Background: an optimization exercise with open tools, aiming at small area. Do not read the settings as production practice.
Function was checked by simulation only, so behaviour that the tests miss may differ from the original.
No activity file was given, so power comes from the tool's default toggle rates.

$ cat flow/run.sh
#!/bin/bash
# synth_recipe.tcl (not shown) runs the flow's synth.tcl, then flattens the netlist and writes it again
# the make line also repeats each setting of config.mk as NAME=value (left out here)
make -C /OpenROAD-flow-scripts/flow DESIGN_CONFIG=/design/flow/config.mk WORK_HOME=/design/flow/orfs CLKGATE_MAP_FILE= SYNTH_SCRIPT=/design/flow/synth_recipe.tcl finish
$ cat flow/config.mk
export PLATFORM = sky130hd
export DESIGN_NAME = mem_write_buffer
export DESIGN_NICKNAME = mem_write_buffer
export VERILOG_FILES = /design/flow/design.v
export SDC_FILE = /design/flow/constraint.sdc
export NUM_CORES = 4
export LEC_CHECK = 0
export CAP_MARGIN = 20
export CORE_MARGIN = 2
export CORE_UTILIZATION = 40
export SLEW_MARGIN = 20
$ cat flow/constraint.sdc
create_clock -name core_clock -period 6.0 [get_ports {clk}]
set_input_delay 1.2000 -clock core_clock [delete_from_list [all_inputs] [get_ports {clk}]]
set_output_delay 1.2000 -clock core_clock [all_outputs]
set_load 0.01 [all_outputs]
$ cat flow/design.v
module mem_write_buffer #(
  parameter int DEPTH       = 4,
  parameter int ADDR_WIDTH  = 32,
  parameter int BLOCK_BITS  = 128,
  parameter int OFFSET_BITS = 4
) (
  input  logic                    clk,
  input  logic                    rst,
  input  logic                    mem_req,
  input  logic                    mem_rw,
  input  logic [ADDR_WIDTH-1:0]   mem_addr,
  input  logic [BLOCK_BITS-1:0]   mem_wdata,
  output logic                    mem_ready,
  output logic                    mem_resp,
  output logic [BLOCK_BITS-1:0]   mem_rdata,
  output logic                    mm_req,
  output logic                    mm_rw,
  output logic [ADDR_WIDTH-1:0]   mm_addr,
  output logic [BLOCK_BITS-1:0]   mm_wdata,
  input  logic                    mm_ready,
  input  logic                    mm_resp,
  input  logic [BLOCK_BITS-1:0]   mm_rdata,
  output logic [$clog2(DEPTH):0]  wb_count
);
  localparam int PW = $clog2(DEPTH);
  localparam int CW = PW + 1;
  logic [ADDR_WIDTH-1:0] ent_addr [DEPTH];
  logic [BLOCK_BITS-1:0] ent_data [DEPTH];
  logic [PW-1:0] head;
  logic [CW-1:0] count;
  logic          rd_pend;
  logic          waiting;      
  logic [DEPTH-1:0] rsel;      
  logic [PW-1:0]    tail;
  logic [DEPTH-1:0] head_oh, tail_oh, msel;
  logic [DEPTH-1:0] co_vec;
  logic             head_match, co, hit;
  logic             idle, accept, acc_wr, acc_rd, rd_miss, push, pop, rd_done;
  logic [BLOCK_BITS-1:0] wsrc;
  assign tail      = head + count[PW-1:0];
  assign wb_count  = count;
  assign mem_ready = !count[PW] && !rd_pend && !mem_resp;
  assign accept  = mem_req && mem_ready;
  assign acc_wr  = accept && mem_rw;
  assign acc_rd  = accept && !mem_rw;
  assign rd_miss = acc_rd && !hit;
  assign push    = acc_wr && !co;
  assign pop     = waiting && mm_rw && mm_resp;
  assign rd_done = waiting && !mm_rw && mm_resp;
  assign idle    = !mm_req && !waiting;
  always_comb begin
    head_match = 1'b0;
    for (int i = 0; i < DEPTH; i++) begin
      logic [PW-1:0] rel;
      logic          eq;
      rel        = PW'(i) - head;
      eq         = ent_addr[i][ADDR_WIDTH-1:OFFSET_BITS] == mem_addr[ADDR_WIDTH-1:OFFSET_BITS];
      head_oh[i] = (rel == '0);
      tail_oh[i] = (PW'(i) == tail);
      co_vec[i]  = eq && (rel != '0) && (CW'(rel) < count);
      if (rel == '0 && count != '0 && eq) head_match = 1'b1;
    end
    co  = |co_vec;
    hit = co || head_match;
    msel = mm_rw ? head_oh : tail_oh;
  end
  assign wsrc = rd_pend ? mm_rdata : mem_wdata;
  always_ff @(posedge clk) begin
    for (int i = 0; i < DEPTH; i++) begin
      if (tail_oh[i] && !count[PW] && !rd_pend)
        ent_addr[i] <= mem_addr;
      if ((tail_oh[i] && !count[PW] && !mem_resp) || (co_vec[i] && acc_wr))
        ent_data[i] <= wsrc;
    end
    if (mem_ready)
      rsel <= co ? co_vec : (head_match ? head_oh : tail_oh);
    if (idle)
      mm_rw <= !(rd_pend || rd_miss);
  end
  always_comb begin
    mem_rdata = '0;
    mm_wdata  = '0;
    mm_addr   = '0;
    for (int i = 0; i < DEPTH; i++) begin
      mem_rdata = mem_rdata | (ent_data[i] & {BLOCK_BITS{rsel[i]}});
      mm_wdata  = mm_wdata  | (ent_data[i] & {BLOCK_BITS{head_oh[i]}});
      mm_addr   = mm_addr   | (ent_addr[i] & {ADDR_WIDTH{msel[i]}});
    end
  end
  always_ff @(posedge clk or negedge rst) begin
    if (!rst) begin
      head     <= '0;
      count    <= '0;
      rd_pend  <= 1'b0;
      waiting  <= 1'b0;
      mm_req   <= 1'b0;
      mem_resp <= 1'b0;
    end else begin
      mem_resp <= acc_wr || (acc_rd && hit) || rd_done;
      if (rd_miss)
        rd_pend <= 1'b1;
      else if (rd_done)
        rd_pend <= 1'b0;
      if (pop)
        head <= head + 1'b1;
      if (push && !pop)
        count <= count + 1'b1;
      else if (pop && !push)
        count <= count - 1'b1;
      if (idle) begin
        if (rd_pend || rd_miss || count != '0)
          mm_req <= 1'b1;
      end else if (mm_req) begin
        if (mm_ready) begin
          mm_req  <= 1'b0;
          waiting <= 1'b1;
        end
      end else if (mm_resp) begin
        waiting <= 1'b0;
      end
    end
  end
endmodule
==> results of run 1 <==
placed cells by master, fill, tap and decap left out, drive strengths merged, types with 2 or more instances in the layout:
master,count
a21oi,5
a22oi,576
and4,2
buf,31
bufinv,4
clkbuf,89
clkdlybuf4s50,588
clkinv,24
clkinvlp,3
dfrtp,9
edfxtp,645
ha,12
inv,11
mux2,129
nand2,303
nand2b,2
nand3,5
nand4,22
nor2,5
nor3,8
nor4,14
o211ai,5
o21ai,6
o22ai,5
or3,2
xnor2,68
xor2,50
tightest hold or removal path, delay by kind of cell (launching register included):
family          cells  cell delay (ps)
compound gates      1               60
buf+inv             1               80
flops               1              410
flip-flops by register name (all words and copies together) (netlist names):
register,flops
mm_req,1
rd_pend,1
rsel,4
waiting,1
ent_addr,128
count,3
head,2
mem_resp,1
ent_data,512
mm_rw,1
cell type report:
type | count | share of cell area [%]
flip-flops and latches | 654 | 51.4
multi-input cells | 1235 | 23.3
repair buffers | 619 | 16.4
clock buffers | 89 | 4.95
well taps | 950 | 3.12
clock inverters | 32 | 0.748
inverters | 10 | 0.0984
diodes | 1 | 0.00656
per-stage QoR:
step	instance area [sq um]	total power [uW]
finish	38200	25000
floorplan	29000	14300
global route	38200	26300
global placement	36000	20900
detailed placement	36000	21000
CTS	38100	25200
worst paths after layout:
path	depth (start not counted)	start	slack (ps)	end
min in group asynchronous	1	rst	930	count[1]
min	2	mm_req	600	mm_req
max in group asynchronous	1	rst	4720	rd_pend
max	8	head[1]	670	mm_addr[12]
min reg2reg	2	mm_req	600	mm_req
max reg2reg	13	head[0]	2230	count[1]
where the power goes:
part / switching [uW] / leakage (uW) / internal (uW)
registers: 877 / 0.00600 / 7420
clock network: 1710 / 0.00106 / 2400
logic: 7330 / 0.00589 / 5250
total: 9920 / 0.0129 / 15100
cell families after synthesis:
family / synth area share, %
flip-flops: 67.7
AND/OR/NAND/NOR: 5.32
multiplexers: 5.02
XOR/XNOR: 3.57
adder cells (fa/ha/maj): 0.588
buffers and inverters: 2.18
AO/OA/AOI/OAI: 15.6
metal layers:
layer  routed length, um  part of all wire, %  track usage (%)
met2               48000                   52             42.4
met4                1890                  2.0             7.25
met3                7470                  8.1             5.12
met5                  20                0.022                0
met1               35200                   38             29.0
==> flow_summary_export.csv, run 1 <==
group,metric,value,unit
finish,fillers,5869,
place,gp_congestion,0.844,
place,dp_slack,1000,ps
floorplanning,io_pins,589,
route,vias,20592,
yosys,yosysTopAreaCell,"edfxtp_1",
yosys,synth_common_cells,"edfxtp_1, a22oi_1, nand2_1",
worst_setup_path,cp-start-kind,"flop",
route,dr.pass1.iters,6,
floorplanning,die_w,273,um
global_route,grt_pass1_vias,21255,
place,port_buffers,588,
yosys,synthesis.area,0.0289,sq mm
timing,post-route-min-period,5330,ps
worst_setup_path,cp_cell_sequence,"inv_1 > ha_1 > xor2_1 > nand2_1 > o21ai_4 > a22oi_1 > nand2_1 > clkdlybuf4s50_1",
floorplanning,dieHeight,273,um
worst_setup_path,critPathMaxFanout,32,
finish,area_growth,31.8,%
timing,setup_slack,666,ps
worst_setup_path,cp.required,4800,ps
route,avgRoutedWirePerCell,25.8,um
timing,holdWs,597,ps
worst_setup_path,crit_path_end_kind,"output pin",
timing,fin_skew,33.2,ps
clocking,post-cts-setup-buffers,0,
yosys,yosys-top-cells-area,"edfxtp_1, a22oi_1, mux2_2",
timing,setup_viol,0,
clocking,cts_tree,"yes",
place,dp_cells,3467,
power_and_ir_drop,peakVddDrop,0.574,mV
yosys,synth_top_area_share,66.9,%
floorplanning,placementRows,98,
clocking,clkTransAtPathRegs,60,ps
clocking,cts.sinks,654,
route,drt_iter0_drc,1733,
power_and_ir_drop,p_leak,0.0129,uW
finish,drive_above_1_share,10.4,%
run_status,status,"no timing/DRC/antenna violations",
place,dp_hpwl,56400,um
clocking,ctsHoldBuffers,0,
yosys,syn_inst,2045,
yosys,synth_warnings,3,
finish,final_cells,3590,
yosys,postSynthAreaPerCell,14.2,sq um
clocking,h-tree-depth,3,
run,maxCapViolations,0,
timing,fmax,187,MHz
finish,seqCellArea,0.0196,sq mm
global_route,grt_pass1_wl,134000,um
global_route,overflow,0,
timing,maxSlewHeadroom,23.9,%
route,ant_nets,0,
global_route,antenna_found_initial,2,
worst_setup_path,cpLargestDelayFamily,"compound AO/OA/AOI/OAI gates",
finish,multi_input_area,0.00889,sq mm
clocking,numCtsBuffers,69,
floorplanning,initial_utilization,40.4,%
worst_setup_path,cp_slowest_cell,"o21ai_4",
clocking,clk_path_buf_depth,3,
yosys,synthDistinctLibCells,44,
power_and_ir_drop,powerDensity,655,mW/mm^2
timing,rsz0062_at_grt,"no",
yosys,synth_nets,2352,
yosys,synth-edff-count,645,
yosys,post-synth-top-count-cell,"edfxtp_1",
global_route,grt_usage,23.9,%
min_path,hp-class,"reg2reg",
worst_setup_path,path_class,"reg2out",
yosys,synthFlopType,"edfxtp_1",
global_route,grt_max_degree,98,
worst_setup_path,crit_buf_inv,2,
worst_setup_path,cp_common_cell,"nand2_1",
route,viasPerCell,5.74,
finish,nets,2896,
timing,fin_crit_sh,88.9,%
clocking,cts_root_buffer,"clkbuf_16",
timing,hold_violations,0,
yosys,seq_area_frac_synth,67.7,%
timing,worst_slew_pin_slew,1140,ps
clocking,clkLatencyLatePin,610,ps
timing,finalMaxSlewViolations,0,
timing,tns,0,ps
floorplanning,core_area,0.0716,sq mm
route,drc,0,
finish,finish.utilization,53.3,%
yosys,async_flop_share,1.38,%
clocking,cts_resized,0,
worst_setup_path,arrival,4130,ps
worst_setup_path,max_stage_delay,920,ps
route,drt-total-wl,92600,um
floorplanning,fp.dieArea,0.0745,sq mm
yosys,ys_ff_latch,654,
==> inputs of run 2 (changes only) <==
==> flow/flow/run.sh (new file) <==
#!/bin/bash
# Standard ORFS layout, except that the port buffers are the smallest buffer
# (buf_1) instead of the one buffer_ports picks by default; repair_design still
# resizes any of them that need more drive.
set -euo pipefail
export BUFFER_PORTS_ARGS="-buffer_cell sky130_fd_sc_hd__buf_1"
bash standard.sh finish > flow_make.log 2>&1
==> flow/standard.sh (new file) <==
#!/bin/bash
# synth_recipe.tcl (not shown) runs the flow's synth.tcl, then flattens the netlist and writes it again
# the make line also repeats each setting of config.mk as NAME=value (left out here)
make -C /OpenROAD-flow-scripts/flow DESIGN_CONFIG=/design/flow/config.mk WORK_HOME=/design/flow/orfs CLKGATE_MAP_FILE= SYNTH_SCRIPT=/design/flow/synth_recipe.tcl "${@:-finish}"
removed: flow/run.sh
==> run 2 against run 1 <==
Sequential share of layout area increased by 5.1 points. Clock skew decreased by 3.3 ps. Via count increased by 1.7%. Total power decreased by 8.1%. Routed wire length decreased by 2.6%. Count of clock-buffer cells in the layout decreased by 8. Register-to-register slack got worse by 110 ps. Clock power increased by 4%. Cell area decreased by 9.0%. Highest routed layer is now met4. Critical path type unchanged. Die area unchanged. Critical path depth unchanged.
==> flow_summary_export.csv, run 2 <==
group,metric,value,unit
finish,reg_top3,"ent_data x512, ent_addr x128, rsel x4",
finish,nets,2914,
timing,fin_crit_sh,82.8,%
yosys,seq_area_frac_synth,67.7,%
yosys,synth_compound_area_share,15.6,%
yosys,synth_mux_area_share,5.02,%
clocking,clkTransAtPathRegs,60,ps
route,avgRoutedWirePerCell,25.0,um
finish,top_register,"ent_data",
route,vias,20950,
clocking,cts_root_buffer,"clkbuf_16",
floorplanning,initial_utilization,40.4,%
yosys,synth-edff-count,645,
route,drc,0,
timing,rsz0062_at_grt,"no",
route,routed-wl-met3,6720,um
min_path,hp-class,"in2async",
global_route,grt_pass1_vias,21092,
worst_setup_path,reg2reg_slack,2120,ps
route,ant_nets,0,
timing,setup_slack,1030,ps
worst_setup_path,cpLargestDelayFamily,"compound AO/OA/AOI/OAI gates",
clocking,cts_resized,0,
floorplanning,io_pins,589,
yosys,syn_inst,2045,
worst_setup_path,cp-start-kind,"flop",
finish,area_growth,20.0,%
global_route,grt_usage,23.2,%
power_and_ir_drop,p_leak,0.0115,uW
floorplanning,placementRows,98,
place,dp_slack,1350,ps
yosys,synth_fa_ha_area_share,0.588,%
worst_setup_path,r2r-end,"count[1]",
finish,drive_above_1_share,11.4,%
timing,maxSlewHeadroom,24.7,%
finish,multi_input_area,0.00889,sq mm
worst_setup_path,arrival,3770,ps
timing,fmax,201,MHz
finish,final_cell_area,0.0347,sq mm
floorplanning,dieHeight,273,um
worst_setup_path,cp_cell_sequence,"inv_1 > ha_1 > xnor2_1 > nand2_1 > o21ai_4 > a22oi_1 > nand2_1 > buf_1",
place,gp_congestion,0.878,
route,met1_length,36000,um
clocking,cts.sinks,654,
yosys,synth_top_area_share,66.9,%
route,highest_layer,"met4",
place,dpl_cell_area,0.0324,sq mm
yosys,ys_ff_latch,654,
route,wl_met2,45000,um
place,port_buffers,588,
power_and_ir_drop,peakVddDrop,0.403,mV
finish,seqCellArea,0.0196,sq mm
yosys,synth_nets,2352,
yosys,synthesis.area,0.0289,sq mm
finish,final_cell_mix,"edfxtp_1, buf_1, a22oi_1",
timing,tns,0,ps
worst_setup_path,max_stage_delay,920,ps
worst_setup_path,path_class,"reg2out",
worst_setup_path,r2r-start,"head[0]",
place,dp_hpwl,55200,um
yosys,synthDistinctLibCells,44,
finish,final_common_cell,"edfxtp_1",
run_status,status,"no timing/DRC/antenna violations",
run,maxCapViolations,0,
timing,setup_viol,0,
clocking,numCtsBuffers,71,
yosys,synthFlopType,"edfxtp_1",
worst_setup_path,setup.worst_path.end,"mm_addr[14]",
clocking,clkLatencyLatePin,610,ps
floorplanning,fp.dieArea,0.0745,sq mm
route,dr.pass1.iters,6,
power_and_ir_drop,powerDensity,662,mW/mm^2
finish,fillers,6339,
yosys,postSynthAreaPerCell,14.2,sq um
worst_setup_path,crit_path_end_kind,"output pin",
worst_setup_path,cp_slowest_cell,"o21ai_4",
timing,hold_violations,0,
worst_setup_path,cp_common_cell,"nand2_1",
worst_setup_path,cp.required,4800,ps
clocking,h-tree-depth,3,
worst_setup_path,critPathMaxFanout,32,
clocking,ctsHoldBuffers,0,
yosys,synth_top_family_by_area,"compound AO/OA/AOI/OAI gates",
worst_setup_path,r2r_cells,13,
yosys,yosysTopAreaCell,"edfxtp_1",
timing,finalMaxSlewViolations,0,
global_route,grt_max_degree,89,
yosys,synth_warnings,3,
global_route,antenna_found_initial,1,
yosys,yosys.area_share.simple,5.32,%
clocking,clk_path_buf_depth,3,
yosys,synth-xor-area-share,3.57,%
route,drt_iter0_drc,1863,
timing,holdWs,547,ps
worst_setup_path,crit_buf_inv,2,
yosys,yosys-top-cells-area,"edfxtp_1, a22oi_1, mux2_2",
timing,post-route-min-period,4970,ps
timing,fin_skew,29.9,ps
worst_setup_path,crit_path_start,"head[1]",
clocking,post-cts-setup-buffers,0,
global_route,overflow,0,
floorplanning,core_area,0.0716,sq mm
finish,largest_reg_flops,512,
timing,worst_slew_pin_slew,1130,ps
global_route,grt_pass1_wl,131000,um
worst_setup_path,path_depth,8,
route,drt-total-wl,90200,um
yosys,synth_common_cells,"edfxtp_1, a22oi_1, nand2_1",
finish,finish.utilization,48.5,%
floorplanning,die_w,273,um
yosys,async_flop_share,1.38,%
route,viasPerCell,5.80,
clocking,cts_tree,"yes",
yosys,post-synth-top-count-cell,"edfxtp_1",
==> run 2: worst min path at each step <==
stage	from	to	slack (ps)
6_report	rst	head[0]	550
5_1_grt	rst	rd_pend	550
4_1_cts	rst	count[1]	520
3_5_place_dp	waiting	waiting	570
3_3_place_gp	waiting	waiting	560
2_1_floorplan	head[1]	head[1]	520
==> run 2: cells by family after synthesis <==
group / count (synthesis)
AOI/OAI and AO/OA: 606
xor gates and xnor gates: 118
adders and majority gates: 13
buffers and inverters: 156
DFF: 654
muxes: 129
and+or+nand+nor: 369
==> run 2: per-layer routing <==
metal / up-vias / GRT usage [%]
li1: 9288 / -
met1: 10498 / 29.7
met2: 1009 / 39.9
met3: 155 / 4.01
met4: 0 / 7.85
met5: - / 0
==> run 2: power by group <==
group | total (uW) | leakage [uW] | switching (uW) | internal (uW)
Sequential | 8250 | 0.00600 | 849 | 7400
Clock | 4280 | 0.00113 | 1770 | 2510
Combinational | 10400 | 0.00437 | 7300 | 3150
Total | 23000 | 0.0115 | 9910 | 13100
==> run 2: through the flow <==
stage | power, uW | std cells
detailed placement | 18800 | 3483
finish | 23000 | 3609
global placement | 18600 | 3483
floorplan | 14300 | 2045
CTS | 23100 | 3606
global route | 24200 | 3608
==> run 2: final cells by class <==
type | count | share of cell area (%)
sequential | 654 | 56.4
antenna | 2 | 0.0144
tap | 950 | 3.42
clock inverter | 42 | 1.29
clock buffer | 81 | 5.28
inverter | 10 | 0.108
multi-input combinational | 1235 | 25.6
timing repair buffer | 635 | 7.86
==> inputs of run 3 (changes only) <==
--- a/flow/config.mk
+++ b/flow/config.mk
@@ -5,7 +5,9 @@
 export SDC_FILE = /design/flow/constraint.sdc
 export NUM_CORES = 4
 export LEC_CHECK = 0
-export CAP_MARGIN = 20
+export CAP_MARGIN = 0
 export CORE_MARGIN = 2
-export CORE_UTILIZATION = 40
-export SLEW_MARGIN = 20
+export CORE_UTILIZATION = 60
+export CTS_BUF_LIST = sky130_fd_sc_hd__clkbuf_8
+export CTS_CLUSTER_SIZE = 20
+export SLEW_MARGIN = 0
==> run 3 against run 2 <==
Clock skew increased by 3.5 ps. Synthesized area unchanged. Combinational power about the same. Hold slack got worse by 100 ps. First-iteration DRC count increased by 5.5%. Register-to-register slack got worse by 40 ps. Clock power decreased by 22%. Critical path type unchanged. Critical endpoint is now mm_addr[17]. Highest routed layer unchanged.
==> flow_summary_export.csv, run 3 <==
group,metric,value,unit
global_route,grt_pass1_vias,20497,
yosys,synth_nets,2352,
worst_setup_path,reg2reg_slack,2080,ps
global_route,grt_max_degree,131,
route,drt_iter0_drc,1966,
worst_setup_path,setup.worst_path.end,"mm_addr[17]",
yosys,synth_top_family_by_area,"compound AO/OA/AOI/OAI gates",
clocking,clkTransAtPathRegs,50,ps
floorplanning,initial_utilization,60.8,%
run_status,status,"no timing/DRC/antenna violations",
worst_setup_path,r2r_cells,13,
timing,rsz0062_at_grt,"no",
yosys,synthDistinctLibCells,44,
yosys,syn_inst,2045,
worst_setup_path,cp.required,4800,ps
global_route,antenna_found_initial,2,
yosys,synthFlopType,"edfxtp_1",
finish,reg_top3,"ent_data x512, ent_addr x128, rsel x4",
timing,tns,0,ps
yosys,synthesis.area,0.0289,sq mm
clocking,clk_path_buf_depth,3,
global_route,grt_pass1_wl,124000,um
finish,drive_above_1_share,11.2,%
timing,maxSlewHeadroom,24.7,%
route,viasPerCell,6.37,
place,gp_congestion,0.894,
yosys,synth_mux_area_share,5.02,%
yosys,synth-edff-count,645,
min_path,hp-class,"in2async",
finish,largest_reg_flops,512,
clocking,clkLatencyLatePin,700,ps
worst_setup_path,crit_path_end_kind,"output pin",
yosys,seq_area_frac_synth,67.7,%
yosys,yosys-top-cells-area,"edfxtp_1, a22oi_1, mux2_2",
floorplanning,core_area,0.0476,sq mm
finish,fillers,3359,
yosys,synth_common_cells,"edfxtp_1, a22oi_1, nand2_1",
run,maxCapViolations,0,
yosys,async_flop_share,1.38,%
power_and_ir_drop,p_leak,0.0113,uW
finish,final_cell_area,0.0336,sq mm
floorplanning,fp.dieArea,0.0500,sq mm
finish,nets,2927,
route,drc,0,
clocking,cts.sinks,654,
floorplanning,die_w,224,um
worst_setup_path,critPathMaxFanout,32,
timing,fin_crit_sh,83.9,%
place,dpl_cell_area,0.0318,sq mm
yosys,synth_warnings,3,
timing,fmax,199,MHz
timing,fin_skew,33.4,ps
worst_setup_path,cp-start-kind,"flop",
power_and_ir_drop,peakVddDrop,0.556,mV
timing,post-route-min-period,5030,ps
route,drt-total-wl,84900,um
global_route,grt_usage,33.1,%
place,port_buffers,588,
yosys,post-synth-top-count-cell,"edfxtp_1",
route,dr.pass1.iters,6,
finish,final_cell_mix,"edfxtp_1, buf_1, a22oi_1",
yosys,yosysTopAreaCell,"edfxtp_1",
worst_setup_path,r2r-end,"count[1]",
clocking,cts_resized,0,
route,vias,21075,
floorplanning,placementRows,80,
finish,multi_input_area,0.00889,sq mm
timing,hold_violations,0,
timing,setup_viol,0,
yosys,ys_ff_latch,654,
clocking,h-tree-depth,3,
worst_setup_path,path_class,"reg2out",
place,dp_hpwl,52200,um
clocking,cts_root_buffer,"clkbuf_8",
timing,worst_slew_pin_slew,1130,ps
worst_setup_path,arrival,3830,ps
clocking,post-cts-setup-buffers,0,
clocking,cts_tree,"yes",
timing,finalMaxSlewViolations,0,
clocking,numCtsBuffers,102,
timing,holdWs,445,ps
power_and_ir_drop,powerDensity,648,mW/mm^2
yosys,synth_top_area_share,66.9,%
finish,seqCellArea,0.0196,sq mm
finish,area_growth,16.2,%
floorplanning,dieHeight,224,um
yosys,synth_fa_ha_area_share,0.588,%
route,avgRoutedWirePerCell,25.7,um
yosys,synth_compound_area_share,15.6,%
global_route,overflow,0,
yosys,postSynthAreaPerCell,14.2,sq um
finish,final_common_cell,"edfxtp_1",
finish,top_register,"ent_data",
worst_setup_path,r2r-start,"head[0]",
clocking,ctsHoldBuffers,0,
yosys,synth-xor-area-share,3.57,%
floorplanning,io_pins,589,
yosys,yosys.area_share.simple,5.32,%
worst_setup_path,crit_path_start,"head[1]",
route,ant_nets,0,
[run 3: area by class of cell]
cell class	count	share of cell area [%]
sequential	654	58.3
inverter	10	0.112
tap	615	2.29
clock buffer	107	4.38
antenna	2	0.0149
timing repair buffer	617	7.55
clock inverter	70	0.945
multi-input combinational	1235	26.4
[run 3: worst max-delay path: stages (launching register included)]
cell and delay, ps:
dfrtp_1 480, inv_1 180, ha_1 380, xnor2_1 370
nand2_1 260, o21ai_4 850, a22oi_1 250, nand2_1 140
buf_1 220
[run 3: metrics by stage]
stage / worst slack, ps / power [uW] / util [%] / instances
2_1_floorplan: 119 / 14300 / - / 2045
3_3_place_gp: 1460 / 18300 / 66.8 / 3131
3_5_place_dp: 1450 / 18400 / 66.8 / 3131
4_1_cts: 961 / 21800 / 70.6 / 3308
5_1_grt: 712 / 22900 / 70.6 / 3309
6_report: 965 / 21800 / 70.6 / 3310
[run 3: worst min-delay path by stage]
stage	slack, ps	end	from
6_report	450	head[1]	rst
2_1_floorplan	520	head[1]	head[1]
5_1_grt	470	waiting	rst
3_3_place_gp	560	mm_req	mm_req
3_5_place_dp	580	mm_req	mm_req
4_1_cts	430	head[1]	rst
[run 3: routing by layer]
layer / global-route usage [%] / part of all wire, % / routed length, um / vias up
met3: 7.87 / 9.6 / 8200 / 148
met5: 0 / 0 / 0 / -
met4: 14.0 / 3.8 / 3230 / 0
li1: - / - / - / 9316
met2: 53.2 / 48 / 40700 / 1120
met1: 43.6 / 39 / 32800 / 10491
[run 3: logic make-up (layout without fill, tap and decap cells)]
kind of cell | after synthesis | count (layout)
multiplexers | 129 | 129
adder cells (fa/ha/maj) | 13 | 13
other | 0 | 2
XOR/XNOR | 118 | 118
AO/OA/AOI/OAI | 606 | 606
buffers and inverters | 156 | 804
AND/OR/NAND/NOR | 369 | 369
flip-flops | 654 | 654
[run 3: power by group]
group	switching, uW	internal [uW]	leakage (uW)
Combinational	7090	3000	0.00426
Sequential	922	7420	0.00600
Clock	1660	1680	0.00107
==> inputs of run 4 (changes only) <==
==> flow/flow/run.sh (replaced) <==
#!/bin/bash
# Standard ORFS layout, except:
#  - the port buffers are the smallest buffer (buf_1) instead of the one
#    buffer_ports picks by default; repair_design still resizes any that need it;
#  - clock tree: larger sink clusters on one buffer type and no dummy loads.
set -euo pipefail
export BUFFER_PORTS_ARGS="-buffer_cell sky130_fd_sc_hd__buf_1"
export CTS_ARGS="-sink_clustering_enable -repair_clock_nets -dont_use_dummy_load -buf_list sky130_fd_sc_hd__clkbuf_16 -sink_clustering_size 36 -sink_clustering_max_diameter 70"
bash standard.sh finish > flow_make.log 2>&1
--- a/flow/config.mk
+++ b/flow/config.mk
@@ -8,6 +8,4 @@
 export CAP_MARGIN = 0
 export CORE_MARGIN = 2
 export CORE_UTILIZATION = 60
-export CTS_BUF_LIST = sky130_fd_sc_hd__clkbuf_8
-export CTS_CLUSTER_SIZE = 20
 export SLEW_MARGIN = 0
==> run 4 against run 3 <==
Still clean. Global-route usage is 0.59 points lower. First-iteration DRC count grew 14%. Synthesized area is the same. Maximum frequency grew 2.7%. Setup slack better by 130 ps. Non-clock buffer count did not move. Critical path type unchanged. Largest cell class unchanged. Highest routed layer unchanged.
==> flow_summary_export.csv, run 4 <==
group,metric,value,unit
route,dr.pass1.iters,6,
floorplanning,core_area,0.0476,sq mm
power_and_ir_drop,p_int,11500,uW
finish,nets,2861,
worst_setup_path,cp-start-kind,"flop",
place,dp_hpwl,52200,um
route,vias,20714,
clocking,clkTransAtPathRegs,110,ps
clocking,cts_tree,"yes",
route,viasPerCell,6.53,
timing,tns,0,ps
finish,top_register,"ent_data",
power_and_ir_drop,p_leak,0.0107,uW
floorplanning,io_pins,589,
worst_setup_path,cp_slowest_cell,"o21ai_4",
timing,finalMaxSlewViolations,0,
timing,worst_slew_pin_slew,1090,ps
route,avgRoutedWirePerCell,26.4,um
finish,seqCellArea,0.0196,sq mm
route,ant_nets,0,
yosys,synth-edff-count,645,
worst_setup_path,cp.required,4800,ps
worst_setup_path,cp_cell_sequence,"inv_1 > ha_1 > xnor2_1 > nand2_1 > o21ai_4 > a22oi_1 > nand2_1 > buf_1",
route,drc,0,
power_and_ir_drop,swShare,44.8,%
timing,post-route-min-period,4900,ps
finish,final_cell_mix,"edfxtp_1, buf_1, a22oi_1",
yosys,synth_warnings,3,
yosys,post-synth-top-count-cell,"edfxtp_1",
global_route,overflow,0,
floorplanning,dieHeight,224,um
min_path,hp-class,"in2async",
clocking,cts_root_buffer,"clkbuf_16",
timing,fin_skew,64.5,ps
floorplanning,placementRows,80,
floorplanning,die_w,224,um
power_and_ir_drop,clockPowerShare,11.5,%
finish,largest_reg_flops,512,
clocking,ctsHoldBuffers,0,
timing,hold_violations,0,
yosys,synthDistinctLibCells,44,
timing,setup_viol,0,
power_and_ir_drop,combPwrFrac,48.4,%
worst_setup_path,path_class,"reg2out",
clocking,cts_resized,0,
clocking,post-cts-setup-buffers,0,
place,port_buffers,588,
yosys,synthesis.area,0.0289,sq mm
floorplanning,initial_utilization,60.8,%
power_and_ir_drop,peakVddDrop,0.539,mV
yosys,yosys-top-cells-area,"edfxtp_1, a22oi_1, mux2_2",
run,maxCapViolations,0,
timing,fin_crit_sh,81.7,%
yosys,synth_nets,2352,
route,drt-total-wl,83600,um
global_route,antenna_found_initial,2,
yosys,syn_inst,2045,
yosys,yosysTopAreaCell,"edfxtp_1",
global_route,grt_max_degree,131,
worst_setup_path,critPathMaxFanout,32,
global_route,grt_pass1_vias,19899,
finish,final_common_cell,"edfxtp_1",
clocking,clkLatencyLatePin,590,ps
global_route,grt_usage,32.5,%
power_and_ir_drop,powerDensity,635,mW/mm^2
clocking,cts.sinks,654,
worst_setup_path,cp_common_cell,"nand2_1",
yosys,ys_ff_latch,654,
yosys,seq_area_frac_synth,67.7,%
yosys,synth_common_cells,"edfxtp_1, a22oi_1, nand2_1",
timing,fmax,204,MHz
finish,multi_input_area,0.00889,sq mm
worst_setup_path,reg2reg_slack,2110,ps
timing,setup_slack,1100,ps
worst_setup_path,max_stage_delay,850,ps
power_and_ir_drop,power.switching,9320,uW
clocking,h-tree-depth,2,
timing,maxSlewHeadroom,27.1,%
finish,area_growth,13.1,%
place,dp_slack,1450,ps
worst_setup_path,crit_path_end_kind,"output pin",
yosys,synthFlopType,"edfxtp_1",
yosys,async_flop_share,1.38,%
timing,rsz0062_at_grt,"no",
run_status,status,"no timing/DRC/antenna violations",
yosys,postSynthAreaPerCell,14.2,sq um
worst_setup_path,arrival,3700,ps
place,gp_congestion,0.894,
finish,reg_top3,"ent_data x512, ent_addr x128, rsel x4",
route,drt_iter0_drc,2248,
clocking,numCtsBuffers,36,
clocking,clk_path_buf_depth,3,
yosys,synth_top_area_share,66.9,%
floorplanning,fp.dieArea,0.0500,sq mm
finish,drive_above_1_share,8.39,%
global_route,grt_pass1_wl,122000,um
finish,fillers,3406,
power_and_ir_drop,seqPwrFrac,40.0,%
==> run 4: cell counts after synthesis <==
Identical to the previous run, type by type.
==> run 4: routing by layer <==
layer	track usage [%]	wire length, um	share of wire, %	vias up
met5	0	0	0	-
met4	11.1	2880	3.4	0
met3	7.02	7750	9.3	123
met2	52.8	40700	49	1034
met1	44.0	32300	39	10451
li1	-	-	-	9106
==> run 4: worst paths after layout <==
kind,depth (start not counted),to,startpoint
max,8,mm_addr[9],count[1]
min,1,rd_pend,rst
max reg2reg,13,count[1],head[0]
min reg2reg,2,mm_req,mm_req
max in group asynchronous,1,head[1],rst
min in group core_clock,2,mm_req,mm_req
==> run 4: cell type report <==
type                    instances  share of cell area (%)
flip-flops and latches        654                    59.9
clock buffers                  36                    2.75
well taps                     615                    2.35
multi-input cells            1235                    27.2
repair buffers                617                    7.75
diodes                          3                  0.0229
inverters                      10                   0.115
==> run 4: power by group through the flow <==
stage,registers (uW),logic [uW],clock network (uW)
2_1_floorplan,8250,6030,0
3_3_place_gp,8310,9990,0
3_5_place_dp,8410,10000,0
4_1_cts,8310,10100,2440
5_1_grt,8500,10800,2580
6_report,8330,10100,2400
==> run 4: critical path, delay by kind of cell, from the launching register on <==
family                   cells  cell delay, ps
buffers and inverters        2             330
AO/OA/AOI/OAI                2            1070
flip-flops                   1             490
adder cells (fa/ha/maj)      1             390
AND/OR/NAND/NOR              2             480
XOR/XNOR                     1             360
==> run 4: kinds of logic after synthesis <==
logic type      after synthesis  share of synthesized area, %
compound gates              606                          15.6
xor+xnor                    118                          3.57
fa+ha+maj                    13                         0.588
buf+inv                     156                          2.18
flops                       654                          67.7
mux                         129                          5.02
simple gates                369                          5.32
==> run 4: through the flow <==
step | utilization, % | hold WS (ps) | cells | area, sq um | power, uW
3_3_place_gp | 66.8 | 559 | 3131 | 31800 | 18300
3_5_place_dp | 66.8 | 577 | 3131 | 31800 | 18400
6_report | 68.7 | 530 | 3170 | 32700 | 20800
5_1_grt | 68.7 | 541 | 3168 | 32700 | 21900
4_1_cts | 68.7 | 524 | 3167 | 32700 | 20800
2_1_floorplan | - | 520 | 2045 | 29000 | 14300
==> inputs of run 5 (changes only) <==
==> flow/flow/run.sh (replaced) <==
#!/bin/bash
# Standard ORFS layout, except:
#  - synthesis maps with an area-oriented ABC script (flow/my_synth.tcl is
#    synth_recipe.tcl with only the ABC script swapped);
#  - the port buffers are the smallest buffer (buf_1) instead of the one
#    buffer_ports picks by default; repair_design still resizes any that need it;
#  - clock tree: larger sink clusters on one buffer type and no dummy loads.
set -euo pipefail
HERE=$(pwd)
export MY_ABC_SCRIPT="$HERE/flow/abc_area_map.script"
export BUFFER_PORTS_ARGS="-buffer_cell sky130_fd_sc_hd__buf_1"
export CTS_ARGS="-sink_clustering_enable -repair_clock_nets -dont_use_dummy_load -buf_list sky130_fd_sc_hd__clkbuf_16 -sink_clustering_size 36 -sink_clustering_max_diameter 70"
bash standard.sh SYNTH_SCRIPT="$HERE/flow/my_synth.tcl" finish > flow_make.log 2>&1
==> flow/flow/abc_area_map.script (new file) <==
strash
dch -f
amap -m
topo
==> flow/flow/my_synth.tcl (new file) <==
# synth_recipe.tcl (the standard synthesis) with one change: the final technology
# mapping uses the area-oriented ABC script in abc_area_map.script (named by
# MY_ABC_SCRIPT) instead of ORFS's delay-oriented abc_speed.script. Registers,
# flattening and renaming are exactly as in the standard synthesis.
proc synth {args} { yosys synth -nofsm -noshare {*}$args }
proc abc {args} {
  set i [lsearch -exact $args -script]
  if { $i >= 0 } { set args [lreplace $args [expr {$i+1}] [expr {$i+1}] $::env(MY_ABC_SCRIPT)] }
  puts "MY_ABC: using [lindex $args [expr {$i+1}]]"
  yosys abc {*}$args
}
source $::env(SCRIPTS_DIR)/synth.tcl
# left out here: clear keep_hierarchy, flatten, clean up, hide names made inside functions, write 1_2_yosys.v
==> run 5 against run 4 <==
Routed wire length shrank 0.36%. Sequential power shrank 2%. Combinational power is essentially flat. Non-clock buffer count grew 1. Largest cell class unchanged. Die area shrank 4.6%. Still clean on timing, DRC and antenna. Global-route usage grew 1.2 points.
==> flow_summary_export.csv, run 5 <==
group,metric,value,unit
yosys,async_flop_share,1.38,%
floorplanning,die_w,218,um
yosys,seq_area_frac_synth,71.0,%
clocking,cts_tree,"yes",
worst_setup_path,cp_common_cell,"clkinv_1",
yosys,synthFlopType,"edfxtp_1",
worst_setup_path,critPathMaxFanout,32,
floorplanning,placementRows,78,
power_and_ir_drop,powerDensity,639,mW/mm^2
global_route,grt_usage,33.7,%
timing,fin_skew,66.7,ps
timing,hold_violations,0,
timing,holdWs,546,ps
place,dp_hpwl,51700,um
worst_setup_path,max_stage_delay,470,ps
floorplanning,io_pins,589,
floorplanning,core_area,0.0454,sq mm
power_and_ir_drop,peakVddDrop,0.472,mV
yosys,yosys-top-cells-area,"edfxtp_1, a222oi_1, o21ai_0",
timing,finalMaxSlewViolations,0,
route,ant_nets,0,
clocking,clkTransAtPathRegs,120,ps
run,maxCapViolations,0,
global_route,overflow,0,
yosys,synth_warnings,3,
timing,post-route-min-period,5230,ps
yosys,syn_inst,1870,
yosys,synth_top_area_share,70.2,%
timing,rsz0062_at_grt,"no",
timing,maxSlewHeadroom,24.3,%
yosys,synthesis.area,0.0276,sq mm
worst_setup_path,crit_path_end_kind,"output pin",
floorplanning,fp.dieArea,0.0477,sq mm
clocking,post-cts-setup-buffers,0,
route,drt-total-wl,83300,um
finish,top_register,"ent_data",
run_status,status,"no timing/DRC/antenna violations",
global_route,grt_max_degree,93,
worst_setup_path,path_class,"reg2out",
clocking,clkLatencyLatePin,610,ps
power_and_ir_drop,p_leak,0.00951,uW
clocking,ctsHoldBuffers,0,
finish,largest_reg_flops,512,
clocking,clk_path_buf_depth,3,
yosys,synth-edff-count,645,
global_route,antenna_found_initial,3,
min_path,hp-class,"in2async",
clocking,cts.sinks,654,
global_route,grt_pass1_vias,20295,
yosys,synth_nets,2177,
finish,area_growth,15.9,%
finish,final_cell_mix,"edfxtp_1, buf_1, o21ai_0",
worst_setup_path,arrival,4030,ps
route,drt_iter0_drc,3436,
yosys,ys_ff_latch,654,
route,vias,21612,
clocking,cts_root_buffer,"clkbuf_16",
timing,fmax,191,MHz
place,port_buffers,588,
yosys,synth_common_cells,"edfxtp_1, o21ai_0, a222oi_1",
floorplanning,dieHeight,218,um
worst_setup_path,crit_path_start,"count[1]",
clocking,numCtsBuffers,36,
finish,finish.utilization,70.4,%
finish,drive_above_1_share,3.37,%
yosys,post-synth-top-count-cell,"edfxtp_1",
route,drc,0,
yosys,synthDistinctLibCells,28,
worst_setup_path,cp.required,4800,ps
clocking,cts_resized,0,
worst_setup_path,cp-start-kind,"flop",
route,avgRoutedWirePerCell,26.7,um
finish,final_common_cell,"edfxtp_1",
finish,nets,2833,
worst_setup_path,r2r-start,"head[0]",
route,viasPerCell,6.91,
finish,reg_top3,"ent_data x512, ent_addr x128, rsel x4",
timing,worst_slew_pin_slew,1130,ps
yosys,yosysTopAreaCell,"edfxtp_1",
yosys,postSynthAreaPerCell,14.8,sq um
timing,setup_viol,0,
place,gp_congestion,0.876,
global_route,grt_pass1_wl,121000,um
clocking,h-tree-depth,2,
worst_setup_path,cp_cell_sequence,"clkinv_1 > ha_1 > clkinv_1 > o21ai_0 > clkinv_1 > nand2_1 > o21ai_4 > a222oi_1 > o21ai_0 > buf_1",
floorplanning,initial_utilization,60.8,%
route,dr.pass1.iters,11,
worst_setup_path,cp_slowest_cell,"dfrtp_1",
timing,fin_crit_sh,87.1,%
## run 5: cell count changes after synthesis, sizes merged, moves of 27 or more
| cell | delta |
|---|---|
| a2111oi | +27 |
| a21oi | +40 |
| a222oi | +288 |
| a22oi | -569 |
| clkbuf | -132 |
| clkinv | +224 |
| mux2 | -129 |
| nand2 | -289 |
| nor2 | +85 |
| o21ai | +297 |
| o221ai | +28 |
| o22a | +128 |
| xnor2 | -66 |
| xor2 | -47 |
## run 5: final timing paths
check                                   end  slack, ps  cells after the start
max in group asynchronous           rd_pend       4970                      1
worst max register to register     count[2]       2180                     11
worst min-delay path               count[1]        550                      1
min in group core_clock             waiting        550                      2
worst max-delay path            mm_addr[28]        770                     10
worst min register to register      waiting        550                      2
## run 5: layout make-up
| class | count | area [sq um] |
|---|---|---|
| Fill cell | 3241 | 13400 |
| Inverter | 224 | 846 |
| Timing Repair Buffer | 618 | 2560 |
| Tap cell | 600 | 751 |
| Antenna cell | 2 | 5.00 |
| Sequential cell | 654 | 19600 |
| Clock buffer | 36 | 901 |
| Multi-Input combinational cell | 992 | 7310 |
## run 5: metrics by stage
stage / total power (uW) / setup slack [ps] / cell area [sq um] / std cells / setup TNS (ps)
detailed placement: 18000 / 1190 / 31100 / 3088 / 0
global placement: 17800 / 1260 / 31100 / 3088 / 0
global route: 21400 / 537 / 32000 / 3126 / 0
floorplan: 13500 / -325 / 27600 / 1870 / -104700
finish: 20400 / 772 / 32000 / 3126 / 0
CTS: 20400 / 849 / 32000 / 3124 / 0
## run 5: power breakdown
part	leakage (uW)	switching, uW	internal (uW)
combinational	0.00311	7020	2810
sequential	0.00596	831	7330
clock	0.000444	1350	1070
## run 5: logic make-up (layout without fill, tap and decap cells)
kind of cell / after synthesis / after routing / synth area share (%)
adders and majority gates: 13 / 13 / 0.617
other: 0 / 2 / 0
and+or+nand+nor: 130 / 130 / 1.94
AOI/OAI and AO/OA: 844 / 844 / 23.2
buffers and inverters: 224 / 878 / 3.05
xor gates and xnor gates: 5 / 5 / 0.159
DFF: 654 / 654 / 71.0
## run 5: routing by layer
metal	vias up	GRT usage [%]	wire (um)
met1	10586	45.6	30100
met2	1417	55.3	40800
li1	9438	-	-
met5	-	0	11
met3	169	5.62	9110
met4	2	12.9	3270
## run 5: critical path, delay by kind of cell, from the launching register on
family                     cells  cell delay [ps]
AOI/OAI and AO/OA              4             1520
buffers and inverters          4              750
DFF                            1              470
adders and majority gates      1              360
and+or+nand+nor                1              330
==> inputs of run 6 (changes only) <==
--- a/flow/flow/run.sh
+++ b/flow/flow/run.sh
@@ -9,5 +9,5 @@
 HERE=$(pwd)
 export MY_ABC_SCRIPT="$HERE/flow/abc_area_map.script"
 export BUFFER_PORTS_ARGS="-buffer_cell sky130_fd_sc_hd__buf_1"
-export CTS_ARGS="-sink_clustering_enable -repair_clock_nets -dont_use_dummy_load -buf_list sky130_fd_sc_hd__clkbuf_16 -sink_clustering_size 36 -sink_clustering_max_diameter 70"
+export CTS_ARGS="-sink_clustering_enable -repair_clock_nets -dont_use_dummy_load -buf_list sky130_fd_sc_hd__clkbuf_8 -sink_clustering_size 18 -sink_clustering_max_diameter 45"
 bash standard.sh SYNTH_SCRIPT="$HERE/flow/my_synth.tcl" finish > flow_make.log 2>&1
==> run 6 against run 5 <==
Synthesized area did not move. First-iteration DRC count up 4.3%. Clock power decreased by 2%. Critical endpoint is now mm_addr[31]. Largest power group unchanged.
==> flow_summary_export.csv, run 6 <==
group,metric,value,unit
run_status,status,"no timing/DRC/antenna violations",
route,avgRoutedWirePerCell,26.6,um
clocking,h-tree-depth,3,
clocking,cts_tree,"yes",
global_route,antenna_found_initial,3,
timing,post-route-min-period,5260,ps
power_and_ir_drop,p_leak,0.00954,uW
place,dp_hpwl,51700,um
route,drc,0,
yosys,postSynthAreaPerCell,14.8,sq um
timing,finalMaxSlewViolations,0,
place,dp_cells,3088,
finish,drive_above_1_share,4.50,%
worst_setup_path,cpLargestDelayFamily,"compound AO/OA/AOI/OAI gates",
clocking,clk_path_buf_depth,3,
worst_setup_path,cp_common_cell,"clkinv_1",
floorplanning,fp.dieArea,0.0477,sq mm
route,viasPerCell,6.89,
yosys,synthDistinctLibCells,28,
global_route,grt_pass1_wl,122000,um
route,ant_nets,0,
place,dpl_cell_area,0.0311,sq mm
min_path,hp-class,"in2async",
finish,final_common_cell,"edfxtp_1",
yosys,synth_nets,2177,
route,drt-total-wl,83800,um
floorplanning,core_area,0.0454,sq mm
place,gp_congestion,0.876,
clocking,cts.sinks,654,
floorplanning,initial_utilization,60.8,%
clocking,cts_root_buffer,"clkbuf_8",
worst_setup_path,max_stage_delay,490,ps
yosys,ys_ff_latch,654,
route,dr.pass1.iters,13,
route,drt_iter0_drc,3583,
finish,multi_input_area,0.00731,sq mm
floorplanning,dieHeight,218,um
yosys,synth-edff-count,645,
worst_setup_path,cp.required,4800,ps
worst_setup_path,arrival,4060,ps
timing,fin_skew,77.5,ps
worst_setup_path,cp_cell_sequence,"clkinv_1 > ha_1 > clkinv_1 > o21ai_0 > clkinv_1 > nand2_1 > o21ai_4 > a222oi_1 > o21ai_0 > buf_1",
worst_setup_path,crit_path_start,"count[1]",
clocking,post-cts-setup-buffers,0,
yosys,async_flop_share,1.38,%
place,port_buffers,588,
finish,final_cell_mix,"edfxtp_1, buf_1, o21ai_0",
yosys,seq_area_frac_synth,71.0,%
floorplanning,placementRows,78,
finish,reg_top3,"ent_data x512, ent_addr x128, rsel x4",
timing,setup_viol,0,
timing,hold_violations,0,
clocking,ctsHoldBuffers,0,
yosys,synthFlopType,"edfxtp_1",
global_route,overflow,0,
power_and_ir_drop,peakVddDrop,0.476,mV
finish,area_growth,15.9,%
yosys,synth_top_area_share,70.2,%
worst_setup_path,crit_path_end_kind,"output pin",
worst_setup_path,r2r-start,"head[0]",
power_and_ir_drop,powerDensity,637,mW/mm^2
timing,maxSlewHeadroom,25.0,%
timing,fmax,190,MHz
run,maxCapViolations,0,
finish,final_cells,3156,
clocking,clkTransAtPathRegs,80,ps
yosys,yosys-top-cells-area,"edfxtp_1, a222oi_1, o21ai_0",
timing,fin_crit_sh,87.7,%
timing,worst_slew_pin_slew,1120,ps
yosys,synth_warnings,3,
yosys,post-synth-top-count-cell,"edfxtp_1",
finish,largest_reg_flops,512,
finish,fillers,3247,
route,vias,21760,
yosys,yosysTopAreaCell,"edfxtp_1",
finish,seqCellArea,0.0196,sq mm
yosys,synthesis.area,0.0276,sq mm
timing,rsz0062_at_grt,"no",
floorplanning,die_w,218,um
finish,nets,2863,
global_route,grt_pass1_vias,20359,
clocking,numCtsBuffers,66,
finish,final_cell_area,0.0320,sq mm
worst_setup_path,cp-start-kind,"flop",
worst_setup_path,path_class,"reg2out",
floorplanning,io_pins,589,
global_route,grt_usage,34.0,%
clocking,clkLatencyLatePin,650,ps
worst_setup_path,critPathMaxFanout,32,
finish,top_register,"ent_data",
yosys,syn_inst,1870,
clocking,cts_resized,0,
yosys,synth_common_cells,"edfxtp_1, o21ai_0, a222oi_1",
worst_setup_path,crit_buf_inv,4,
global_route,grt_max_degree,93,
worst_setup_path,cp_slowest_cell,"a222oi_1",
==> run 6: path summary, 6_finish.rpt <==
check                                   end  slack (ps)  cells past startpoint
worst max-delay path            mm_addr[31]         740                     10
worst min-delay path               mem_resp         500                      1
worst max register to register     count[2]        2170                     11
worst min register to register      waiting         570                      2
max in group asynchronous           rd_pend        5070                      1
min in group core_clock             waiting         570                      2
==> run 6: kinds of logic after synthesis <==
kind of cell | Yosys count | synth area share, %
buffers and inverters | 224 | 3.05
xor gates and xnor gates | 5 | 0.159
AOI/OAI and AO/OA | 844 | 23.2
and+or+nand+nor | 130 | 1.94
adders and majority gates | 13 | 0.617
DFF | 654 | 71.0
==> run 6: cell type report <==
| class | count | area share (%) |
|---|---|---|
| tap | 600 | 2.35 |
| sequential | 654 | 61.3 |
| antenna | 2 | 0.0157 |
| multi-input combinational | 992 | 22.9 |
| inverter | 224 | 2.65 |
| clock buffer | 66 | 2.84 |
| timing repair buffer | 618 | 8.00 |
==> run 6: power by group <==
group          total (uW)  switching (uW)  leakage, uW  internal, uW
combinational        9840            7030      0.00311          2810
sequential           8160             828      0.00596          7330
clock                2370            1390     0.000475           982
total               20400            9250      0.00954         11100
==> run 6: layer usage <==
metal  vias up  GRT usage (%)  wire length, um  part of all wire [%]
met5         -              0               10                 0.012
met4         2           12.3             3190                   3.8
li1       9487              -                -                     -
met3       168           6.89             9450                    11
met2      1492           54.7            40500                    48
met1     10611           46.3            30700                    37
==> run 6: worst register-to-register path: stages (launching register included) <==
cell	delay (ps)
dfrtp_1	490
ha_1	390
clkinv_2	650
o211ai_1	490
nand4_1	360
nor2_1	210
ha_1	180
clkinv_1	110
fa_1	410
a211oi_1	290
nor2_1	70
a21oi_1	120
==> run 6: per-stage QoR <==
stage	hold slack, ps	setup slack (ps)	TNS [ps]	total power, uW	util (%)
floorplan	544	-325	-104700	13500	-
global placement	563	1260	0	17800	68.4
detailed placement	566	1190	0	18000	68.4
CTS	483	796	0	20300	70.4
global route	502	476	0	21300	70.5
finish	504	737	0	20400	70.5
==> inputs of run 7 (changes only) <==
--- a/flow/flow/run.sh
+++ b/flow/flow/run.sh
@@ -9,5 +9,5 @@
 HERE=$(pwd)
 export MY_ABC_SCRIPT="$HERE/flow/abc_area_map.script"
 export BUFFER_PORTS_ARGS="-buffer_cell sky130_fd_sc_hd__buf_1"
-export CTS_ARGS="-sink_clustering_enable -repair_clock_nets -dont_use_dummy_load -buf_list sky130_fd_sc_hd__clkbuf_8 -sink_clustering_size 18 -sink_clustering_max_diameter 45"
+export CTS_ARGS="-sink_clustering_enable -repair_clock_nets -dont_use_dummy_load -buf_list sky130_fd_sc_hd__clkbuf_16 -sink_clustering_size 30 -sink_clustering_max_diameter 60"
 bash standard.sh SYNTH_SCRIPT="$HERE/flow/my_synth.tcl" finish > flow_make.log 2>&1
==> run 7 against run 6 <==
Cell area rose by 0.21%. Hold slack improved by 66 ps. Maximum frequency rose by 2.1%. Register-to-register slack lost 20 ps. Critical path type unchanged. Largest cell class unchanged. Utilization is 0.15 points higher. Clock power up 6%. Critical path depth unchanged. Still clean on timing, DRC and antenna. Flip-flop and latch count is the same. Routed wire length is 0.42% lower. Global-route usage shrank 0.32 points. Count of clock-buffer cells in the layout shrank 27.
==> flow_summary_export.csv, run 7 <==
group,metric,value,unit
run_status,status,"no timing/DRC/antenna violations",
worst_setup_path,path_class,"reg2out",
route,highest_layer,"met5",
route,drt_iter0_drc,3583,
place,dp_hpwl,51700,um
yosys,async_flop_share,1.38,%
timing,rsz0062_at_grt,"no",
floorplanning,die_w,218,um
global_route,grt_pass1_vias,20286,
route,viasPerCell,6.89,
timing,post-route-min-period,5150,ps
finish,largest_reg_flops,512,
yosys,synthDistinctLibCells,28,
clocking,post-cts-setup-buffers,0,
timing,finalMaxSlewViolations,0,
finish,top_register,"ent_data",
route,met1_length,30400,um
yosys,synth_nets,2177,
run,maxCapViolations,0,
worst_setup_path,critPathMaxFanout,32,
finish,multi_input_area,0.00731,sq mm
clocking,clkTransAtPathRegs,70,ps
route,dr.pass1.iters,10,
clocking,cts_root_buffer,"clkbuf_16",
yosys,ys_ff_latch,654,
finish,seqCellArea,0.0196,sq mm
yosys,synthesis.area,0.0276,sq mm
yosys,yosys-top-cells-area,"edfxtp_1, a222oi_1, o21ai_0",
yosys,synthFlopType,"edfxtp_1",
power_and_ir_drop,peakVddDrop,0.478,mV
yosys,synth_common_cells,"edfxtp_1, o21ai_0, a222oi_1",
floorplanning,placementRows,78,
floorplanning,io_pins,589,
worst_setup_path,arrival,3950,ps
power_and_ir_drop,p_int,11300,uW
timing,worst_slew_pin_slew,1130,ps
floorplanning,dieHeight,218,um
yosys,postSynthAreaPerCell,14.8,sq um
yosys,seq_area_frac_synth,71.0,%
power_and_ir_drop,seqPwrFrac,39.8,%
timing,fin_skew,50.3,ps
finish,final_cells,3129,
finish,final_cell_area,0.0320,sq mm
finish,final_common_cell,"edfxtp_1",
global_route,grt_usage,33.6,%
finish,area_growth,16.1,%
finish,reg_top3,"ent_data x512, ent_addr x128, rsel x4",
clocking,cts_resized,0,
timing,hold_violations,0,
place,port_buffers,588,
timing,maxSlewHeadroom,24.4,%
yosys,synth_warnings,3,
clocking,clk_path_buf_depth,3,
global_route,grt_pass1_wl,121000,um
route,drc,0,
place,dpl_cell_area,0.0311,sq mm
clocking,ctsHoldBuffers,0,
yosys,syn_inst,1870,
clocking,numCtsBuffers,39,
route,wl_met2,40500,um
power_and_ir_drop,power.switching,9220,uW
route,avgRoutedWirePerCell,26.7,um
finish,final_cell_mix,"edfxtp_1, buf_1, o21ai_0",
route,vias,21545,
power_and_ir_drop,powerDensity,640,mW/mm^2
global_route,antenna_found_initial,4,
min_path,min_path_cells,2,
worst_setup_path,r2r_cells,14,
timing,fmax,194,MHz
floorplanning,initial_utilization,60.8,%
power_and_ir_drop,clockPowerShare,12.3,%
yosys,post-synth-top-count-cell,"edfxtp_1",
route,ant_nets,0,
floorplanning,fp.dieArea,0.0477,sq mm
floorplanning,core_area,0.0454,sq mm
clocking,clkLatencyLatePin,600,ps
global_route,grt_max_degree,93,
yosys,synth_top_area_share,70.2,%
min_path,hp-class,"reg2reg",
timing,fin_crit_sh,85.9,%
clocking,h-tree-depth,2,
place,dp_cells,3088,
power_and_ir_drop,combPwrFrac,47.9,%
clocking,cts.sinks,654,
finish,fillers,3240,
yosys,synth-edff-count,645,
timing,setup_viol,0,
worst_setup_path,crit_path_end_kind,"output pin",
power_and_ir_drop,p_leak,0.00955,uW
route,drt-total-wl,83500,um
global_route,overflow,0,
clocking,cts_tree,"yes",
finish,nets,2836,
place,gp_congestion,0.876,
finish,drive_above_1_share,3.48,%
route,routed-wl-met3,9360,um
power_and_ir_drop,swShare,44.9,%
worst_setup_path,cp-start-kind,"flop",
worst_setup_path,cp.required,4800,ps
yosys,yosysTopAreaCell,"edfxtp_1",
## run 7: cell type report
class,count,share of cell area [%]
inverter,224,2.64
sequential,654,61.2
antenna,2,0.0156
timing repair buffer,618,7.98
tap,600,2.34
multi-input combinational,992,22.8
clock buffer,39,3.05
## run 7: critical path, cell delays in order (launching register included)
cell,delay (ps)
dfrtp_1,450
clkinv_1,220
ha_1,360
clkinv_1,90
o21ai_0,450
clkinv_1,210
nand2_1,310
o21ai_4,340
a222oi_1,460
o21ai_0,280
buf_1,210
## run 7: metrics by stage
step	setup WS [ps]	hold WS, ps	TNS, ps	power (uW)	util (%)
6_report	847	570	0	20500	70.6
5_1_grt	590	600	0	21500	70.6
4_1_cts	875	565	0	20500	70.6
3_5_place_dp	1190	566	0	18000	68.4
3_3_place_gp	1260	563	0	17800	68.4
2_1_floorplan	-325	544	-104700	13500	-
## run 7: cells by family after synthesis
group	Yosys count	share of synthesized area, %
compound gates	844	23.2
xor+xnor	5	0.159
fa+ha+maj	13	0.617
simple gates	130	1.94
flops	654	71.0
buf+inv	224	3.05
## run 7: final timing paths
path	startpoint	slack, ps	to
hold / removal	mm_req	570	waiting
max in group asynchronous	rst	4980	rd_pend
setup reg to reg	head[0]	2150	count[2]
setup / recovery	count[1]	850	mm_addr[31]
hold reg to reg	mm_req	570	waiting
min in group asynchronous	rst	580	head[0]
## run 7: power groups by stage
| stage | clock network (uW) | logic [uW] | registers (uW) |
|---|---|---|---|
| after floorplan | 0 | 5090 | 8440 |
| after global routing | 2690 | 10500 | 8310 |
| after detailed placement | 0 | 9740 | 8240 |
| after global placement | 0 | 9680 | 8120 |
| after CTS | 2550 | 9780 | 8140 |
| final | 2520 | 9830 | 8170 |
## run 7: per-layer routing
layer | global-route usage (%) | up-vias
met5 | 0 | -
met4 | 13.3 | 4
met3 | 5.68 | 152
met2 | 54.6 | 1439
met1 | 45.7 | 10508
li1 | - | 9442
==> inputs of run 8 (changes only) <==
--- a/flow/design.v
+++ b/flow/design.v
@@ -70,7 +70,7 @@
       if (tail_oh[i] && !count[PW] && !rd_pend)
         ent_addr[i] <= mem_addr;
       if ((tail_oh[i] && !count[PW] && !mem_resp) || (co_vec[i] && acc_wr))
-        ent_data[i] <= wsrc;
+        ent_data[i] <= ~wsrc;    
     end
     if (mem_ready)
       rsel <= co ? co_vec : (head_match ? head_oh : tail_oh);
@@ -82,8 +82,8 @@
     mm_wdata  = '0;
     mm_addr   = '0;
     for (int i = 0; i < DEPTH; i++) begin
-      mem_rdata = mem_rdata | (ent_data[i] & {BLOCK_BITS{rsel[i]}});
-      mm_wdata  = mm_wdata  | (ent_data[i] & {BLOCK_BITS{head_oh[i]}});
+      mem_rdata = mem_rdata | (~ent_data[i] & {BLOCK_BITS{rsel[i]}});
+      mm_wdata  = mm_wdata  | (~ent_data[i] & {BLOCK_BITS{head_oh[i]}});
       mm_addr   = mm_addr   | (ent_addr[i] & {ADDR_WIDTH{msel[i]}});
     end
   end
--- a/flow/config.mk
+++ b/flow/config.mk
@@ -7,5 +7,5 @@
 export LEC_CHECK = 0
 export CAP_MARGIN = 0
 export CORE_MARGIN = 2
-export CORE_UTILIZATION = 60
+export CORE_UTILIZATION = 75
 export SLEW_MARGIN = 0
==> run 8 against run 7 <==
Die area shrank 20%. Largest power group unchanged. Synthesized area is 0.50% lower. Utilization is 16 points higher. Clock skew fell by 3.3 ps. Largest cell class unchanged. Highest routed layer unchanged. Total power up 2.0%. Still clean. Via count is 3.1% higher.
==> flow_summary_export.csv, run 8 <==
group,metric,value,unit
worst_setup_path,cpLargestDelayFamily,"compound AO/OA/AOI/OAI gates",
place,dp_hpwl,52800,um
floorplanning,placementRows,70,
run_status,status,"no timing/DRC/antenna violations",
clocking,cts_resized,0,
yosys,synthesis.area,0.0274,sq mm
finish,largest_reg_flops,512,
finish,final_cell_mix,"edfxtp_1, buf_1, o221ai_1",
yosys,seq_area_frac_synth,71.4,%
floorplanning,core_area,0.0363,sq mm
clocking,clk_path_buf_depth,3,
worst_setup_path,arrival,3940,ps
floorplanning,dieHeight,195,um
yosys,synth_top_area_share,70.6,%
clocking,cts.sinks,654,
route,ant_nets,0,
worst_setup_path,crit_buf_inv,4,
worst_setup_path,max_stage_delay,540,ps
global_route,overflow,0,
yosys,postSynthAreaPerCell,15.7,sq um
yosys,synth_nets,2054,
global_route,grt_usage,43.8,%
timing,fmax,195,MHz
finish,final_common_cell,"edfxtp_1",
run,maxCapViolations,0,
finish,finish.utilization,87.1,%
floorplanning,initial_utilization,75.5,%
yosys,synthFlopType,"edfxtp_1",
yosys,syn_inst,1747,
power_and_ir_drop,powerDensity,662,mW/mm^2
clocking,numCtsBuffers,37,
route,dr.pass1.iters,8,
global_route,grt_max_degree,91,
place,port_buffers,588,
worst_setup_path,cp_cell_sequence,"clkinv_1 > ha_1 > clkinv_1 > o21ai_0 > clkinv_1 > nand2_1 > o21ai_4 > a222oi_1 > o21ai_0 > buf_1",
route,viasPerCell,7.73,
finish,drive_above_1_share,3.75,%
yosys,post-synth-top-count-cell,"edfxtp_1",
timing,setup_slack,862,ps
finish,multi_input_area,0.00758,sq mm
finish,seqCellArea,0.0196,sq mm
timing,worst_slew_pin_slew,1200,ps
finish,top_register,"ent_data",
timing,finalMaxSlewViolations,0,
worst_setup_path,critPathMaxFanout,32,
min_path,hp-class,"in2async",
finish,fillers,1628,
worst_setup_path,cp_slowest_cell,"o21ai_0",
route,drc,0,
finish,reg_top3,"ent_data x512, ent_addr x128, rsel x4",
power_and_ir_drop,p_leak,0.00932,uW
clocking,h-tree-depth,2,
timing,hold_violations,0,
worst_setup_path,cp.required,4800,ps
floorplanning,io_pins,589,
clocking,ctsHoldBuffers,0,
finish,nets,2712,
yosys,yosys-top-cells-area,"edfxtp_1, o221ai_1, o22a_1",
worst_setup_path,crit_path_end_kind,"output pin",
clocking,cts_tree,"yes",
global_route,grt_pass1_vias,20852,
timing,maxSlewHeadroom,20.1,%
yosys,async_flop_share,1.38,%
worst_setup_path,path_class,"reg2out",
route,avgRoutedWirePerCell,29.8,um
timing,setup_viol,0,
floorplanning,fp.dieArea,0.0381,sq mm
timing,post-route-min-period,5140,ps
clocking,cts_root_buffer,"clkbuf_16",
clocking,clkLatencyLatePin,550,ps
yosys,synth_warnings,3,
yosys,yosysTopAreaCell,"edfxtp_1",
place,dp_cells,2834,
timing,fin_skew,47.0,ps
floorplanning,die_w,195,um
yosys,ys_ff_latch,654,
timing,fin_crit_sh,85.6,%
route,drt-total-wl,85700,um
timing,rsz0062_at_grt,"no",
route,vias,22219,
worst_setup_path,cp-start-kind,"flop",
finish,area_growth,15.3,%
global_route,antenna_found_initial,5,
worst_setup_path,cp_common_cell,"clkinv_1",
clocking,clkTransAtPathRegs,80,ps
yosys,synthDistinctLibCells,27,
power_and_ir_drop,power.total,20900,uW
finish,final_cells,2874,
clocking,post-cts-setup-buffers,0,
yosys,synth-edff-count,645,
route,drt_iter0_drc,3370,
yosys,synth_common_cells,"edfxtp_1, o221ai_1, o22a_1",
place,dp_slack,1270,ps
global_route,grt_pass1_wl,126000,um
power_and_ir_drop,peakVddDrop,0.565,mV
place,gp_congestion,0.917,
-- run 8: per-layer routing --
metal / track usage [%] / vias to the layer above / part of all wire, %
met5: 0 / - / 0.029
met4: 22.8 / 4 / 6.9
met3: 9.97 / 382 / 14
met2: 70.4 / 2164 / 47
met1: 57.1 / 10486 / 32
li1: - / 9183 / -
-- run 8: area by class of cell --
cell class / count / area share [%]
Antenna cell: 3 / 0.0237
Clock buffer: 37 / 2.93
Inverter: 102 / 1.28
Multi-Input combinational cell: 991 / 24.0
Sequential cell: 654 / 61.9
Tap cell: 468 / 1.85
Timing Repair Buffer: 619 / 8.03
-- run 8: cells by family (layout without fill, tap and decap cells) --
family	Yosys count	in the layout	synth area share, %
other	0	3	0
buffers and inverters	102	758	1.39
and+or+nand+nor	130	130	1.96
DFF	654	654	71.4
adders and majority gates	13	13	0.620
AOI/OAI and AO/OA	840	840	24.4
xor gates and xnor gates	8	8	0.255
-- run 8: final timing paths --
path,start,endpoint,slack [ps],depth (start not counted)
max,count[1],mm_addr[20],860,10
max in group asynchronous,rst,rd_pend,4930,1
min reg2reg,head[0],head[0],630,1
min in group core_clock,head[0],head[0],630,1
max reg2reg,head[0],count[2],2260,12
min,rst,mm_req,630,1
-- run 8: where the power goes --
group,leakage (uW),internal [uW],switching (uW),total [uW]
logic,0.00285,3000,7160,10200
clock network,0.000456,1100,1330,2430
registers,0.00601,7380,967,8350
total,0.00932,11500,9460,20900
-- run 8: stage by stage --
stage | hold slack (ps) | cell area [sq um] | TNS, ps
after floorplan | 544 | 27500 | -114140
after global placement | 550 | 30700 | 0
after detailed placement | 570 | 30700 | 0
after CTS | 606 | 31600 | 0
after global routing | 645 | 31600 | 0
final | 626 | 31600 | 0

==> afterwards: timing with drivers on the ports <==
How much do the figures lean on ideal ports? The routed layouts below were timed once more, with nothing changed but the port constraints.
Step 1 sets driving cells, clkbuf_16 on the clock port and buf_2 on the other inputs (assumed; they add their load-dependent delay and slew).
Step 2 also shifts input and output timing later by t, the mid clock arrival at the registers, as if the neighbouring blocks saw the same clock.
Three values: no drivers, after step 1, after step 2; two values: the first two.
run	t, ns	setup WS [ns]	worst register clock-pin slew, ns	cell pins on the clock port's net
run 1	0.647	0.666 / 0.609 / 1.009	0.07 / 0.07	1
run 2	0.652	1.033 / 0.977 / 1.342	0.06 / 0.06	1
run 3	0.746	0.965 / 0.903 / 1.260	0.07 / 0.07	1
run 4	0.619	1.098 / 1.037 / 1.387	0.11 / 0.11	1
run 5	0.635	0.772 / 0.709 / 1.085	0.12 / 0.12	1
run 6	0.675	0.737 / 0.678 / 1.116	0.11 / 0.11	1
run 7	0.637	0.847 / 0.783 / 1.036	0.10 / 0.10	1
run 8	0.581	0.862 / 0.812 / 1.093	0.10 / 0.10	1
After both steps every run listed still meets setup and hold.
